Context: an optimization exercise on an open-source flow, tuned for small area. The choices shown serve that exercise and are no tape-out recipe.
In this exercise RTL edits were held to simulation tests only and were not proved equivalent to the original.
Power figures rest on the tool's default switching activity, not on a simulated workload.

// viterbi_four_state_tagger_top
module viterbi_four_state_tagger_top (
	input  logic        clk,
	input  logic        arst_n,
	input  logic        s_tvalid,
	output logic        s_tready,
	input  logic [63:0] s_tdata,    
	input  logic        s_tuser,    
	input  logic        s_tlast,    
	output logic        m_tvalid,
	input  logic        m_tready,
	output logic [39:0] m_tdata,    
	output logic        m_tuser,    
	output logic        m_tlast,    
	input  logic        psel,
	input  logic        penable,
	input  logic        pwrite,
	input  logic [5:0]  paddr,
	input  logic [63:0] pwdata,
	output logic [63:0] prdata,
	output logic        pready
);
Size: about 980 flip-flops, ~250 I/O pins, ~29000 µm² of cells after synthesis.
Settings: LEC_CHECK=0, CAP_MARGIN=20, CORE_MARGIN=2, CORE_UTILIZATION=40, PLACE_DENSITY=0.85, SLEW_MARGIN=20; clock period 15.0 ns.
standard.sh (not shown) runs the stock make flow with config.mk's settings and CLKGATE_MAP_FILE= SYNTH_SCRIPT=/design/flow/synth_recipe.tcl, a recipe that flattens the netlist after the stock synthesis.
==> flow/flow/run.sh <==
#!/bin/bash
# Standard ORFS layout with three changes:
#  - synthesis is the standard flow's script with ABC run on an area-oriented script (same registers);
#  - port buffers use the smallest buffer cell;
#  - the clock tree uses sink clusters of mid-size clock buffers and no dummy loads.
# Full make output goes to flow_make.log here; each ORFS step keeps its own log under
# orfs/logs/.
set -euo pipefail
export VFT_ABC_SCRIPT="$PWD/flow/abc_area.script"
cat flow/abc_override.tcl synth_recipe.tcl > vft_synth.tcl
bash standard.sh \
	"SYNTH_SCRIPT=$PWD/vft_synth.tcl" \
	"BUFFER_PORTS_ARGS=-buffer_cell sky130_fd_sc_hd__buf_1" \
	"CTS_ARGS=-sink_clustering_enable -repair_clock_nets -dont_use_dummy_load -buf_list {sky130_fd_sc_hd__clkbuf_8} -sink_clustering_size 16 -sink_clustering_max_diameter 100" \
	finish > flow_make.log 2>&1
==> flow/flow/abc_area.script <==
strash
&get -n
&st

&syn3
&dch -f
&nf -a -p -R 1000 -F 8 -A 8
&st
&syn2
&dch -f
&nf -a -p -R 1000 -F 8 -A 8
&put
topo
stime -c
==> flow/flow/abc_override.tcl <==
# Prepended to the standard flow's synthesis script: the same synthesis, except that ABC maps the
# combinational logic with an area-oriented script (flow/abc_area.script) instead of
# ORFS's speed script. Registers are mapped before ABC runs, so they are unchanged.
proc abc {args} {
  set i [lsearch -exact $args -script]
  if {$i >= 0} { lset args [expr {$i + 1}] $::env(VFT_ABC_SCRIPT) }
  yosys abc {*}$args
}
Next try:
Settings changed: PLACE_DENSITY 0.85 to 0.7.
Outcome:
- The changed run passed the timing, design-rule and antenna checks
- register-to-register slack gets worse by 50 ps
- non-clock buffer count rose by 3
- first-iteration DRC count came out lower by 18%
- fmax goes up by 1.5%
- hold slack improved by 37 ps
- final area stays flat
Next try:
--- a/flow/flow/run.sh
+++ b/flow/flow/run.sh
@@ -13,3 +13,3 @@
 	"BUFFER_PORTS_ARGS=-buffer_cell sky130_fd_sc_hd__buf_1" \
-	"CTS_ARGS=-sink_clustering_enable -repair_clock_nets -dont_use_dummy_load -buf_list {sky130_fd_sc_hd__clkbuf_8} -sink_clustering_size 16 -sink_clustering_max_diameter 100" \
+	"CTS_ARGS=-sink_clustering_enable -repair_clock_nets -dont_use_dummy_load -buf_list {sky130_fd_sc_hd__clkbuf_8} -sink_clustering_size 18 -sink_clustering_max_diameter 100" \
 	finish > flow_make.log 2>&1
Settings changed: PLACE_DENSITY 0.7 to 0.85.
What happened: Combinational power barely changes; flip-flop and latch count does not change; die area does not change; final area fell by 0.62%; area after synthesis does not change.

---

## run 1
viterbi_four_state_tagger_top, a different RTL version from the one above (not shown whole).
For scale: about 1,800 cells after synthesis, ~250 I/O pins, about 29,000 µm² of cells after synthesis.
Settings: LEC_CHECK=0, CAP_MARGIN=20, CORE_MARGIN=2, CORE_UTILIZATION=55, PLACE_DENSITY=0.75, SLEW_MARGIN=20; clock period 15.0 ns.
==> flow/flow/run.sh <==
#!/bin/bash
# Standard ORFS layout with three changes:
#  - synthesis is the standard flow's script with ABC run on an area-oriented script (same registers);
#  - port buffers use the smallest buffer cell;
#  - the clock tree uses sink clusters of mid-size clock buffers and no dummy loads.
# Full make output goes to flow_make.log here; each ORFS step keeps its own log under
# orfs/logs/.
set -euo pipefail
export VFT_ABC_SCRIPT="$PWD/flow/abc_area.script"
cat flow/abc_override.tcl synth_recipe.tcl > vft_synth.tcl
bash standard.sh \
	"SYNTH_SCRIPT=$PWD/vft_synth.tcl" \
	"BUFFER_PORTS_ARGS=-buffer_cell sky130_fd_sc_hd__buf_1" \
	"CTS_ARGS=-sink_clustering_enable -repair_clock_nets -dont_use_dummy_load -buf_list {sky130_fd_sc_hd__clkbuf_8} -sink_clustering_size 18 -sink_clustering_max_diameter 50" \
	finish > flow_make.log 2>&1
Scripts as last shown in full above: flow/flow/abc_area.script, flow/flow/abc_override.tcl
For run 2, these inputs were changed with respect to run 1:
- changing CORE_UTILIZATION from 55 to 40
- changing PLACE_DENSITY from 0.75 to 0.7
-- flow/flow/run.sh --
<<< run 1, line 13
	"BUFFER_PORTS_ARGS=-buffer_cell sky130_fd_sc_hd__buf_1" \
	"CTS_ARGS=-sink_clustering_enable -repair_clock_nets -dont_use_dummy_load -buf_list {sky130_fd_sc_hd__clkbuf_8} -sink_clustering_size 18 -sink_clustering_max_diameter 50" \
	finish > flow_make.log 2>&1
>>> run 2, line 13
	"BUFFER_PORTS_ARGS=-buffer_cell sky130_fd_sc_hd__buf_1" \
	"CTS_ARGS=-sink_clustering_enable -repair_clock_nets -dont_use_dummy_load -buf_list {sky130_fd_sc_hd__clkbuf_8} -sink_clustering_size 16 -sink_clustering_max_diameter 100" \
	finish > flow_make.log 2>&1
## What came out
Run 2 completed end to end with timing, DRC and antenna clean. | total met2 wirelength after detailed routing | run 2 vs run 1 | 7.7% higher |. Global-route wire length before repair (higher): run 2. Run 2 gives less power than run 1 did. In the tables for run 1 and run 2, starting density of the core reads lower with run 2. Met2 capacity usage during global routing (lower): run 2. Number of vias per cell after detailed routing: run 2 < run 1. Minimum hold slack: run 2 < run 1. Run 1 has lower final non-filler cell area than run 2. On total wire length, run 2 does worse than run 1. Against run 1, run 2 reports a met1 track utilization from global routing that is lower. The maximum clock frequency of run 2 is lower than that of run 1.
Here is what was changed in the inputs of run 3 compared with run 2.
-- flow/flow/run.sh --
<<< run 2, line 13
	"BUFFER_PORTS_ARGS=-buffer_cell sky130_fd_sc_hd__buf_1" \
	"CTS_ARGS=-sink_clustering_enable -repair_clock_nets -dont_use_dummy_load -buf_list {sky130_fd_sc_hd__clkbuf_8} -sink_clustering_size 16 -sink_clustering_max_diameter 100" \
	finish > flow_make.log 2>&1
>>> run 3, line 13
	"BUFFER_PORTS_ARGS=-buffer_cell sky130_fd_sc_hd__buf_1" \
	"CTS_ARGS=-sink_clustering_enable -repair_clock_nets -dont_use_dummy_load -buf_list {sky130_fd_sc_hd__clkbuf_8} -sink_clustering_size 16 -sink_clustering_max_diameter 45" \
	finish > flow_make.log 2>&1
--- outcome ---
Of run 2 and run 3, the run reporting the lower switching component of the power was run 2.
Global-route met2 utilization delta for run 3 relative to run 2: 0.24 points higher
Higher number of violations reported at the end of detailed-routing iteration 0 was reported by run 2, not run 3.

-- port drivers added, routing unchanged --
The results above use ideal ports. As a check the final layouts listed here were re-extracted and re-timed, cells and wires unchanged.
Step 1: set_driving_cell puts a clkbuf_16 on clk and a buf_2 on each other input, an assumption about the parent block.
Step 2 adds t to the input delays and takes it off the output delays; t is the mean of the earliest and latest rising clock arrival at the registers after step 1. Input paths then give back, and output paths get back, about the clock's delay inside the block.
Three values: ideal ports, drivers, drivers and shift; two values: the first two.
| run | t (ns) | slack for setup (ns) | worst hold slack (ns) |
|---|---|---|---|
| the first run of note 1 | 0.704 | 6.195 / 6.111 / 6.111 | 0.266 / 0.266 / 0.266 |
| the second run of note 1 | 0.716 | 6.329 / 6.257 / 6.257 | 0.303 / 0.303 / 0.303 |
| the third run of note 1 | 0.757 | 6.189 / 6.094 / 6.094 | 0.258 / 0.258 / 0.258 |
| run 1 | 0.693 | 6.516 / 6.483 / 6.483 | 0.265 / 0.265 / 0.265 |
| run 2 | 0.698 | 6.477 / 6.448 / 6.448 | 0.231 / 0.231 / 0.231 |
| run 3 | 0.733 | 6.457 / 6.428 / 6.428 | 0.260 / 0.260 / 0.260 |
After both steps every run listed still meets setup and hold. The setup slack of the third run of note 1, which loses most, moves by -0.095 ns with the drivers and by -0.095 ns with both steps.
